This design comes from an exercise in tuning for small area, a short achievable clock period and few clock cycles per item on the open sky130 flow, not from production work. In this exercise RTL edits were held to simulation tests only and were not proved equivalent to the original.

<file path="constraint.sdc">
create_clock -name core_clock -period 10.0 [get_ports {clk_i}]
set_input_delay 2.0000 -clock core_clock [delete_from_list [all_inputs] [get_ports {clk_i}]]
set_output_delay 2.0000 -clock core_clock [all_outputs]
set_load 0.01 [all_outputs]
</file>
<file path="config.mk">
export PLATFORM = sky130hd
export DESIGN_NAME = aes_block_cipher
export DESIGN_NICKNAME = aes_block_cipher
export VERILOG_FILES = /design/flow/design.v
export SDC_FILE = /design/flow/constraint.sdc
export NUM_CORES = 8
export LEC_CHECK = 0
export CAP_MARGIN = 20
export CORE_MARGIN = 2
export CORE_UTILIZATION = 25
export PLACE_DENSITY = 0.35
export SLEW_MARGIN = 20
</file>
<file path="run.sh">
#!/bin/bash
# synth_recipe.tcl (not shown) runs the flow's synth.tcl, then flattens the netlist and writes it again
# the make line also repeats each setting of config.mk as NAME=value (left out here)
make -C /OpenROAD-flow-scripts/flow DESIGN_CONFIG=/design/flow/config.mk WORK_HOME=/design/flow/orfs CLKGATE_MAP_FILE= SYNTH_SCRIPT=/design/flow/synth_recipe.tcl finish
</file>
<file path="design.v">
package aes_pkg;
  localparam int unsigned KeyWordsMax = 60;
  localparam int unsigned RoundKeys   = 15;
  localparam int unsigned KeyAddrW    = 6;
  localparam int unsigned RoundW      = 4;
  localparam int unsigned PaddrW      = 6;
  localparam logic [1:0] KeyMode128  = 2'd0;
  localparam logic [1:0] KeyMode192  = 2'd1;
  localparam logic [1:0] KeyMode256  = 2'd2;
  localparam logic [1:0] KeyModeRsvd = 2'd3;
  localparam logic [2:0] RegKey0 = 3'd0;
  localparam logic [2:0] RegKey1 = 3'd1;
  localparam logic [2:0] RegKey2 = 3'd2;
  localparam logic [2:0] RegKey3 = 3'd3;
  localparam logic [2:0] RegMode = 3'd4;
  localparam logic ActEncrypt = 1'b0;
  localparam logic ActDecrypt = 1'b1;
  typedef struct packed {
    logic        action;
    logic [63:0] block_high;
    logic [63:0] block_low;
  } in_word_t;
  typedef struct packed {
    logic [63:0] result_high;
    logic [63:0] result_low;
  } out_word_t;
  typedef struct packed {
    logic                key_wr;     
    logic [KeyAddrW-1:0] key_idx;    
    logic                key_seed;   
    logic                load;       
    logic                add0;       
    logic                round;      
    logic                last;       
    logic [RoundW-1:0]   rk_round;   
    logic                rk_fetch;   
  } ctl_cmd_t;
  function automatic logic [7:0] xtime(input logic [7:0] x);
    xtime = {x[6:0], 1'b0} ^ (x[7] ? 8'h1b : 8'h00);
  endfunction
  function automatic logic [7:0] gmul(input logic [7:0] a, input logic [7:0] b);
    logic [7:0] acc;
    logic [7:0] t;
    acc = 8'h00;
    t = a;
    for (int i = 0; i < 8; i++) begin
      if (b[i]) acc = acc ^ t;
      t = xtime(t);
    end
    gmul = acc;
  endfunction
  function automatic logic [7:0] ginv(input logic [7:0] x);
    logic [7:0] r;
    logic [7:0] b;
    r = 8'h01;
    b = x;
    for (int i = 0; i < 8; i++) begin
      if (i != 0) r = gmul(r, b);
      b = gmul(b, b);
    end
    ginv = r;
  endfunction
  function automatic logic [7:0] rotl(input logic [7:0] x, input int n);
    rotl = (x << n) | (x >> (8 - n));
  endfunction
  function automatic logic [2047:0] build_sbox(input logic dec);
    logic [2047:0] tab;
    logic [7:0]    x;
    logic [7:0]    v;
    tab = '0;
    for (int n = 0; n < 256; n++) begin
      x = 8'(n);
      if (dec) begin
        v = ginv(rotl(x, 1) ^ rotl(x, 3) ^ rotl(x, 6) ^ 8'h05);
      end else begin
        v = ginv(x);
        v = v ^ rotl(v, 1) ^ rotl(v, 2) ^ rotl(v, 3) ^ rotl(v, 4) ^ 8'h63;
      end
      tab[8*n +: 8] = v;
    end
    build_sbox = tab;
  endfunction
  localparam logic [2047:0] SboxFwd =
    {256'h16bb54b00f2d99416842e6bf0d89a18cdf2855cee9871e9b948ed9691198f8e1,
     256'h9e1dc186b95735610ef6034866b53e708a8bbd4b1f74dde8c6b4a61c2e2578ba,
     256'h08ae7a65eaf4566ca94ed58d6d37c8e779e4959162acd3c25c2406490a3a32e0,
     256'hdb0b5ede14b8ee4688902a22dc4f816073195d643d7ea7c41744975fec130ccd,
     256'hd2f3ff1021dab6bcf5389d928f40a351a89f3c507f02f94585334d43fbaaefd0,
     256'hcf584c4a39becb6a5bb1fc20ed00d153842fe329b3d63b52a05a6e1b1a2c8309,
     256'h75b227ebe28012079a059618c323c7041531d871f1e5a534ccf73f362693fdb7,
     256'hc072a49cafa2d4adf04759fa7dc982ca76abd7fe2b670130c56f6bf27b777c63};
  localparam logic [2047:0] SboxInv =
    {256'h7d0c2155631469e126d677ba7e042b17619953833cbbebc8b0f52aae4d3be0a0,
     256'hef9cc9939f7ae52d0d4ab519a97f51605fec8027591012b131c7078833a8dd1f,
     256'hf45acd78fec0db9a2079d2c64b3e56fc1bbe18aa0e62b76f89c5291d711af147,
     256'h6edf751ce837f9e28535ade72274ac9673e6b4f0cecff297eadc674f4111913a,
     256'h6b8a130103bdafc1020f3fca8f1e2cd00645b3b80558e4f70ad3bc8c00abd890,
     256'h849d8da75746155edab9edfd5048706c92b6655dcc5ca4d41698688664f6f872,
     256'h25d18b6d49a25b76b224d92866a12e084ec3fa420b954cee3d23c2a632947b54,
     256'hcbe9dec444438e3487ff2f9b8239e37cfbd7f3819ea340bf38a53630d56a0952};
  function automatic logic [7:0] sbox(input logic [7:0] x);
    sbox = SboxFwd[{x, 3'b000} +: 8];
  endfunction
  function automatic logic [7:0] sbox_dec(input logic [7:0] x);
    sbox_dec = SboxInv[{x, 3'b000} +: 8];
  endfunction
  function automatic logic [31:0] sub_word(input logic [31:0] w);
    sub_word = {sbox(w[31:24]), sbox(w[23:16]), sbox(w[15:8]), sbox(w[7:0])};
  endfunction
endpackage
module aes_datapath (
  input  logic                 clk_i,
  input  logic                 rst_ni,
  input  aes_pkg::ctl_cmd_t    cmd_i,
  input  logic [255:0]         key_i,
  input  logic [1:0]           mode_i,
  input  aes_pkg::in_word_t    in_i,
  output aes_pkg::out_word_t   out_o
);
  logic [127:0] rk_mem [aes_pkg::RoundKeys];   
  logic [31:0] prev_q, prev_d;            
  logic [31:0] hist_q [8];                
  logic [7:0]  rc_q, rc_d;
  logic [2:0]  pos_q, pos_d;              
  logic [2:0]  nk_m1;
  logic [127:0] rk_q;
  logic [127:0] st_q, st_d;
  logic        dec_q;
  logic [31:0] new_w, t;
  logic [3:0]  nk;
  assign nk    = (mode_i == aes_pkg::KeyMode128) ? 4'd4 :
                 (mode_i == aes_pkg::KeyMode192) ? 4'd6 : 4'd8;
  assign nk_m1 = 3'(nk - 4'd1);
  always_comb begin
    t = prev_q;
    prev_d = prev_q;
    rc_d = rc_q;
    pos_d = pos_q;
    new_w = '0;
    if (cmd_i.key_seed) begin
      new_w = key_i[255 - 32*cmd_i.key_idx[2:0] -: 32];
      pos_d = (cmd_i.key_idx[2:0] == nk_m1) ? 3'd0 : 3'(cmd_i.key_idx[2:0] + 3'd1);
      rc_d = 8'h01;
    end else begin
      if (pos_q == 3'd0) begin
        t = aes_pkg::sub_word({prev_q[23:0], prev_q[31:24]}) ^ {rc_q, 24'h0};
        rc_d = aes_pkg::xtime(rc_q);
      end else if (nk == 4'd8 && pos_q == 3'd4) begin
        t = aes_pkg::sub_word(prev_q);
      end
      new_w = hist_q[nk_m1] ^ t;
      pos_d = (pos_q == nk_m1) ? 3'd0 : 3'(pos_q + 3'd1);
    end
    if (cmd_i.key_wr) prev_d = new_w;
  end
  always_ff @(posedge clk_i or negedge rst_ni) begin
    if (!rst_ni) begin
      rc_q <= 8'h01;
      pos_q <= 3'd0;
    end else if (cmd_i.key_wr) begin
      rc_q <= rc_d;
      pos_q <= pos_d;
    end
  end
  always_ff @(posedge clk_i) begin
    if (cmd_i.key_wr) begin
      rk_mem[cmd_i.key_idx[5:2]][127 - 32*cmd_i.key_idx[1:0] -: 32] <= new_w;
      prev_q <= prev_d;
      hist_q[0] <= new_w;
      for (int i = 1; i < 8; i++) hist_q[i] <= hist_q[i-1];
    end
  end
  always_ff @(posedge clk_i) begin
    if (cmd_i.rk_fetch) rk_q <= rk_mem[cmd_i.rk_round];
  end
  function automatic logic [127:0] enc_round(input logic [127:0] s, input logic last);
    logic [7:0] b [16];
    logic [7:0] o [16];
    logic [7:0] a0, a1, a2, a3;
    for (int n = 0; n < 16; n++) b[n] = aes_pkg::sbox(s[127-8*n -: 8]);
    for (int c = 0; c < 4; c++)
      for (int r = 0; r < 4; r++) o[r + 4*c] = b[r + 4*((c + r) % 4)];
    if (!last) begin
      for (int c = 0; c < 4; c++) begin
        a0 = o[4*c]; a1 = o[4*c+1]; a2 = o[4*c+2]; a3 = o[4*c+3];
        o[4*c]   = aes_pkg::xtime(a0) ^ aes_pkg::xtime(a1) ^ a1 ^ a2 ^ a3;
        o[4*c+1] = a0 ^ aes_pkg::xtime(a1) ^ aes_pkg::xtime(a2) ^ a2 ^ a3;
        o[4*c+2] = a0 ^ a1 ^ aes_pkg::xtime(a2) ^ aes_pkg::xtime(a3) ^ a3;
        o[4*c+3] = aes_pkg::xtime(a0) ^ a0 ^ a1 ^ a2 ^ aes_pkg::xtime(a3);
      end
    end
    for (int n = 0; n < 16; n++) enc_round[127-8*n -: 8] = o[n];
  endfunction
  function automatic logic [127:0] dec_sub(input logic [127:0] s);
    logic [7:0] b [16];
    for (int c = 0; c < 4; c++)
      for (int r = 0; r < 4; r++)
        b[r + 4*((c + r) % 4)] = aes_pkg::sbox_dec(s[127 - 8*(r + 4*c) -: 8]);
    for (int n = 0; n < 16; n++) dec_sub[127-8*n -: 8] = b[n];
  endfunction
  function automatic logic [127:0] inv_mix(input logic [127:0] s);
    logic [7:0] a [4];
    for (int c = 0; c < 4; c++) begin
      for (int j = 0; j < 4; j++) a[j] = s[127 - 8*(4*c+j) -: 8];
      for (int r = 0; r < 4; r++)
        inv_mix[127 - 8*(4*c+r) -: 8] =
          aes_pkg::gmul(8'h0e, a[r]) ^ aes_pkg::gmul(8'h0b, a[(r+1)%4]) ^
          aes_pkg::gmul(8'h0d, a[(r+2)%4]) ^ aes_pkg::gmul(8'h09, a[(r+3)%4]);
    end
  endfunction
  always_comb begin
    st_d = st_q;
    if (cmd_i.load) begin
      st_d = {in_i.block_high, in_i.block_low};
    end else if (cmd_i.add0) begin
      st_d = st_q ^ rk_q;
    end else if (cmd_i.round) begin
      if (dec_q == aes_pkg::ActEncrypt) begin
        st_d = enc_round(st_q, cmd_i.last) ^ rk_q;
      end else begin
        st_d = dec_sub(st_q) ^ rk_q;
        if (!cmd_i.last) st_d = inv_mix(st_d);
      end
    end
  end
  always_ff @(posedge clk_i) begin
    if (cmd_i.load) dec_q <= in_i.action;
    st_q <= st_d;
  end
  assign out_o = st_q;   
endmodule
module aes_ctrl (
  input  logic              clk_i,
  input  logic              rst_ni,
  input  logic              key_dirty_i,    
  input  logic [1:0]        mode_i,
  input  logic              in_valid_i,
  output logic              in_stall_o,
  input  logic              in_action_i,
  output logic              out_valid_o,
  input  logic              out_stall_i,
  output aes_pkg::ctl_cmd_t cmd_o
);
  typedef enum logic [2:0] {
    StIdle, StExpand, StFetch, StAdd0, StRound, StDone
  } state_e;
  state_e state_q, state_d;
  logic   ready_q, ready_d;
  logic   dec_q, dec_d;
  logic [aes_pkg::KeyAddrW-1:0] idx_q, idx_d;
  logic [aes_pkg::RoundW-1:0]   rnd_q, rnd_d;
  logic [aes_pkg::RoundW-1:0]   nr;
  logic [3:0]                   nk;
  logic [aes_pkg::KeyAddrW-1:0] total_m1;
  logic   valid_q, valid_d;
  logic   accept;
  assign nk = (mode_i == aes_pkg::KeyMode128) ? 4'd4 :
              (mode_i == aes_pkg::KeyMode192) ? 4'd6 : 4'd8;
  assign nr = 4'(nk + 4'd6);
  assign total_m1 = 6'({nr, 2'b00} + 6'd3);
  assign in_stall_o  = !(state_q == StIdle && !(valid_q && out_stall_i));
  assign accept      = in_valid_i && !in_stall_o;
  assign out_valid_o = valid_q;
  always_comb begin
    state_d = state_q;
    ready_d = ready_q && !key_dirty_i;
    dec_d = dec_q;
    idx_d = idx_q;
    rnd_d = rnd_q;
    valid_d = valid_q && out_stall_i;
    cmd_o = '0;
    case (state_q)
      StIdle: begin
        if (accept) begin
          dec_d = in_action_i;
          cmd_o.load = 1'b1;
          if (ready_q) begin
            state_d = StAdd0;
            rnd_d = (in_action_i == aes_pkg::ActDecrypt) ? nr : '0;
            cmd_o.rk_fetch = 1'b1;
            cmd_o.rk_round = rnd_d;
          end else begin
            state_d = StExpand;
            idx_d = '0;
          end
        end
      end
      StExpand: begin
        cmd_o.key_wr = 1'b1;
        cmd_o.key_idx = idx_q;
        cmd_o.key_seed = (idx_q < 6'(nk));
        idx_d = 6'(idx_q + 6'd1);
        if (idx_q == total_m1) begin
          ready_d = 1'b1;
          rnd_d = (dec_q == aes_pkg::ActDecrypt) ? nr : '0;
          state_d = StFetch;
        end
      end
      StFetch: begin
        cmd_o.rk_fetch = 1'b1;
        cmd_o.rk_round = rnd_q;
        state_d = StAdd0;
      end
      StAdd0: begin
        cmd_o.add0 = 1'b1;
        state_d = StRound;
        rnd_d = (dec_q == aes_pkg::ActDecrypt) ? 4'(rnd_q - 4'd1) : 4'(rnd_q + 4'd1);
        cmd_o.rk_fetch = 1'b1;
        cmd_o.rk_round = rnd_d;
      end
      StRound: begin
        cmd_o.round = 1'b1;
        cmd_o.last = (dec_q == aes_pkg::ActDecrypt) ? (rnd_q == '0) : (rnd_q == nr);
        if (cmd_o.last) begin
          state_d = StDone;
        end else begin
          rnd_d = (dec_q == aes_pkg::ActDecrypt) ? 4'(rnd_q - 4'd1) : 4'(rnd_q + 4'd1);
          cmd_o.rk_fetch = 1'b1;
          cmd_o.rk_round = rnd_d;
          state_d = StRound;
        end
      end
      StDone: begin
        valid_d = 1'b1;
        state_d = StIdle;
      end
      default: state_d = StIdle;
    endcase
  end
  always_ff @(posedge clk_i or negedge rst_ni) begin
    if (!rst_ni) begin
      state_q <= StIdle;
      ready_q <= 1'b0;
      dec_q   <= 1'b0;
      idx_q   <= '0;
      rnd_q   <= '0;
      valid_q <= 1'b0;
    end else begin
      state_q <= state_d;
      ready_q <= ready_d;
      dec_q   <= dec_d;
      idx_q   <= idx_d;
      rnd_q   <= rnd_d;
      valid_q <= valid_d;
    end
  end
endmodule
module aes_block_cipher (
  input  logic                      clk_i,
  input  logic                      rst_ni,
  input  logic                      in_valid_i,
  output logic                      in_stall_o,
  input  logic [128:0]              in_data_i,    
  output logic                      out_valid_o,
  input  logic                      out_stall_i,
  output logic [127:0]              out_data_o,   
  input  logic                      psel,
  input  logic                      penable,
  input  logic                      pwrite,
  input  logic [aes_pkg::PaddrW-1:0] paddr,
  input  logic [63:0]               pwdata,
  output logic [63:0]               prdata,
  output logic                      pready
);
  logic [63:0] key_q [4];
  logic [1:0]  mode_q;
  logic        wr, dirty;
  logic [2:0]  ridx;
  aes_pkg::ctl_cmd_t cmd;
  assign pready = 1'b1;
  assign wr   = psel && penable && pwrite;
  assign ridx = paddr[5:3];
  assign dirty = wr && (ridx <= aes_pkg::RegMode);
  always_ff @(posedge clk_i or negedge rst_ni) begin
    if (!rst_ni) begin
      for (int i = 0; i < 4; i++) key_q[i] <= '0;
      mode_q <= '0;
    end else if (wr) begin
      case (ridx)
        aes_pkg::RegKey0: key_q[0] <= pwdata;
        aes_pkg::RegKey1: key_q[1] <= pwdata;
        aes_pkg::RegKey2: key_q[2] <= pwdata;
        aes_pkg::RegKey3: key_q[3] <= pwdata;
        aes_pkg::RegMode: mode_q <= pwdata[1:0];
        default: ;
      endcase
    end
  end
  always_comb begin
    case (ridx)
      aes_pkg::RegKey0: prdata = key_q[0];
      aes_pkg::RegKey1: prdata = key_q[1];
      aes_pkg::RegKey2: prdata = key_q[2];
      aes_pkg::RegKey3: prdata = key_q[3];
      aes_pkg::RegMode: prdata = {62'd0, mode_q};
      default:          prdata = '0;
    endcase
  end
  aes_ctrl u_ctrl (
    .clk_i, .rst_ni,
    .key_dirty_i (dirty),
    .mode_i      (mode_q),
    .in_valid_i,
    .in_stall_o,
    .in_action_i (in_data_i[128]),
    .out_valid_o,
    .out_stall_i,
    .cmd_o       (cmd)
  );
  aes_datapath u_dp (
    .clk_i, .rst_ni,
    .cmd_i  (cmd),
    .key_i  ({key_q[0], key_q[1], key_q[2], key_q[3]}),
    .mode_i (mode_q),
    .in_i   (in_data_i),
    .out_o  (out_data_o)
  );
endmodule
</file>
==> summary.txt <==
status=finished clean; largest net degree at the start of global routing=170; DIE WIDTH=around 990 um; YS warnings=9; vias in the first global route=230000; die area=approximately 1000000 um2; Fin. Hold Viols=0; DRT antenna net count=0; die height=987 um; top post-synthesis cells by area=edfxtp_1 (30%), nand2_1 (5.3%), a21oi_1 (3.8%), mux4_2 (3.7%), o21ai_0 (3.6%); Hold Crit Start=u_dp.hist_q[6][2]; non-filler cells, final=between 30000 and 40000; CTS Buffer Depth=4; post-CTS sizing=0; initial antenna violation count=~140; Top cell by count, worst path=xnor2_1; FF+latch count, synth=2718; # port buffers=396; crit-path max cell delay=0.94 ns; first-pass GRT wire length=2060000 um; GP Congestion=1.02; io pins=between 400 and 500; synthesized area per cell=8.69 um2; metal3 WL=~150000 um; Core Area=roughly 960000 um2; number of vias per cell=around 6; Max Cap Violations=0; critical path launch point type=flip-flop; commonest cells in the netlist=nand2_1 (3415), edfxtp_1 (2433), a21oi_1 (1829); Post-Place Cells=39200; HPWL after DPL=1050000 um; Final Max Slew Viols=0; H-tree depth reported by CTS=5; layout cell share with drive strength beyond 1=0.113; Synth Cell Area=242000 um2; asr flop ratio synth=0.105; Seq/Total Area, Yosys=0.332; Crit-path slowest cell=xor2_2; RSZ-0062 raised after global routing=no; Fmax=132 MHz; largest fanout on the critical path=13; post-synthesis simple-gate area fraction=0.186; kind of critical path=flip-flop to flip-flop; vias post-DR=246000; CTS tree=yes; setup tns final=0 ns; Worst-path clk slew=approximately 0.060 ns; fillers=104000; CTS Hold Bufs=0; Arr. time, crit path=8.31 ns; highest metal used=met5; prevailing post-synth register cell=edfxtp_1; worst-skew pair later-pin latency=1.01 ns; drt pass-1 iters=10; detailed-route DRC error count=0; Distinct cells, synth=approximately 130; Setup Buffers After CTS=0; CTS Buf Count=340; critical path startpoint=u_dp.st_q[48]; # nets final=27200; worst clock skew=0.0807 ns; period utilization=0.759; Synth top area share=0.302; Worst slew margin=0.129; routed length on met2=639000 um; CTS sink cnt=2718; most numerous cell in the Yosys netlist=nand2_1; Synth Area in XOR/XNOR=0.0735; Iter 0 DRT Violations=34400; Post-Synth Adder-Cell Area=0.0192; Worst Path Required=between 10 and 15 ns; clock root buffer=clkbuf_16; Critical R2R Launch=u_dp.st_q[48]; Post-synth EDFFs=2433; post-synth net total=28400; Syn Inst Count=27800; Worst Hold Class=flip-flop to flip-flop; Compound-Gate Fraction of Synth Area=0.259; CP endpoint kind=flip-flop; gr usage total=0.295; post-synth top area cell=edfxtp_1; critical path, cell by cell=inv_1, ha_1, nor2b_1, buf_4, nor3_1, a311o_1, a31oi_1, nand4_1, xor2_2, xnor2_1, xor3_1, xnor2_1, xnor2_1, nor3_1, a211o_1; Area Overhead vs Synth=11.3%; wire length on met1=629000 um; routed len/inst=38.2 um; Rows=361; multiplexer share of the synthesized area=0.0662; total wire length=1520000 um; main combinational cell family by area after synthesis=compound AO/OA/AOI/OAI gates; final global-route overflow total=0; Worst Max-Slew Pin Slew=1.29 ns; final setup violation count=0; worst reg2reg setup slack=2.41 ns; post-layout minimum cycle time=7.59 ns; Starting Density=0.250
==> critical path: cells and delay by family (launching register included) <==
family	cells	cell delay, ns
DFF	1	0.76
xor gates and xnor gates	5	2.53
adders and majority gates	1	0.74
AOI/OAI and AO/OA	3	0.89
buffers and inverters	2	1.13
and+or+nand+nor	4	1.20
==> cell type report <==
| class | count | area (um2) | area share |
|---|---|---|---|
| Antenna cell | 56 | 140 | 0.000521 |
| Clock buffer | 440 | 9070 | 0.0337 |
| Clock inverter | 168 | 1520 | 0.00563 |
| Inverter | 319 | 1210 | 0.00452 |
| Multi-Input combinational cell | 21700 | 147000 | 0.548 |
| Sequential cell | 2718 | 80200 | 0.298 |
| Tap cell | 12900 | 16100 | 0.0599 |
| Timing Repair Buffer | 1536 | 13400 | 0.0497 |
==> metal layers <==
metal | up-vias | global-route usage
met5 | - | 0
met4 | 88 | 0.166
met3 | 3042 | 0.0703
met2 | 14800 | 0.436
met1 | 125000 | 0.395
li1 | 103000 | -
==> flip-flops by register name, indices dropped and copies added, names as in the netlist, 2 cells and up <==
signal	flops
mode_q	2
u_dp.rc_q	8
u_dp.st_q	128
u_dp.rk_mem	1920
u_ctrl.state_q	3
u_ctrl.idx_q	6
u_dp.prev_q	32
u_dp.pos_q	3
key_q	256
u_ctrl.rnd_q	4
u_dp.hist_q	224
u_dp.rk_q	128
==> logic make-up (layout without fill, tap and decap cells) <==
kind of cell / Yosys count / in the layout
AOI/OAI and AO/OA: 9071 / 9071
DFF: 2718 / 2718
muxes: 1054 / 1054
other: 1 / 57
adders and majority gates: 370 / 370
xor gates and xnor gates: 1640 / 1640
buffers and inverters: 3365 / 2463
and+or+nand+nor: 9572 / 9572
==> placed cells by master (no fill, tap or decap), types with 377 or more instances in the layout <==
cell type / netlist / layout
nand2_1: 3415 / 3404
buf_4: 260 / 1072
mux4_2: 395 / 395
a31oi_1: 612 / 608
xor2_1: 429 / 429
o211ai_1: 429 / 429
nor3_1: 662 / 658
nand2b_1: 602 / 601
a21oi_1: 1829 / 1825
mux2_2: 377 / 377
nor2_1: 1816 / 1756
nand3_1: 1204 / 1202
clkdlybuf4s50_1: 0 / 395
o21ai_0: 1759 / 1722
nor2b_1: 585 / 579
a311oi_1: 713 / 711
xnor2_1: 926 / 924
a211oi_1: 427 / 424
edfxtp_1: 2433 / 2433
==> worst paths after layout <==
kind / endpoint / cells after the start
worst max-delay path: u_dp.st_q[14] / 15
worst min-delay path: u_dp.hist_q[7][2] / 0
worst max register to register: u_dp.st_q[14] / 15
worst min register to register: u_dp.hist_q[7][2] / 0
max in group asynchronous: key_q[2][61] / 3
min in group asynchronous: key_q[2][39] / 1
==> stage by stage <==
step           worst slack [ns]   util  instance area (um2)  hold WS (ns)
2_1_floorplan             0.110      -               242000         0.400
3_3_place_gp               2.54  0.267               258000         0.400
3_5_place_dp               2.53  0.268               258000         0.405
4_1_cts                    2.63  0.279               269000         0.391
5_1_grt                    2.48  0.279               269000         0.402
6_report                   2.41  0.279               269000         0.389
Testbench counts, summed over its fixed seeds: cycles 23,440, blocks 1,280.

==> afterwards: timing with drivers on the ports <==
In the flow no input, the clock included, has a driving cell. The finished layout below was timed again as built, in two steps. Step 1: set_driving_cell puts a clkbuf_16 on clk_i and a buf_2 on each other input, an assumption about the parent block. Step 2 adds t to the input delays and takes it off the output delays; t is the mean of the earliest and latest rising clock arrival at the registers after step 1. Input paths then give back, and output paths get back, about the clock's delay inside the block. a / b / c = ideal / step 1 / step 2; a / b = the first two.
shift t [ns]: 1.108
slack for setup (ns): 2.411 / 2.411 / 2.411
worst hold slack (ns): 0.389 / 0.389 / 0.389
worst slew at a driven data input, ns: 0.43
pins driven straight from the clock port: 1
After both steps this run still meets setup and hold. The setup slack of this run moves by 0.000 ns with the drivers and by 0.000 ns with both steps.
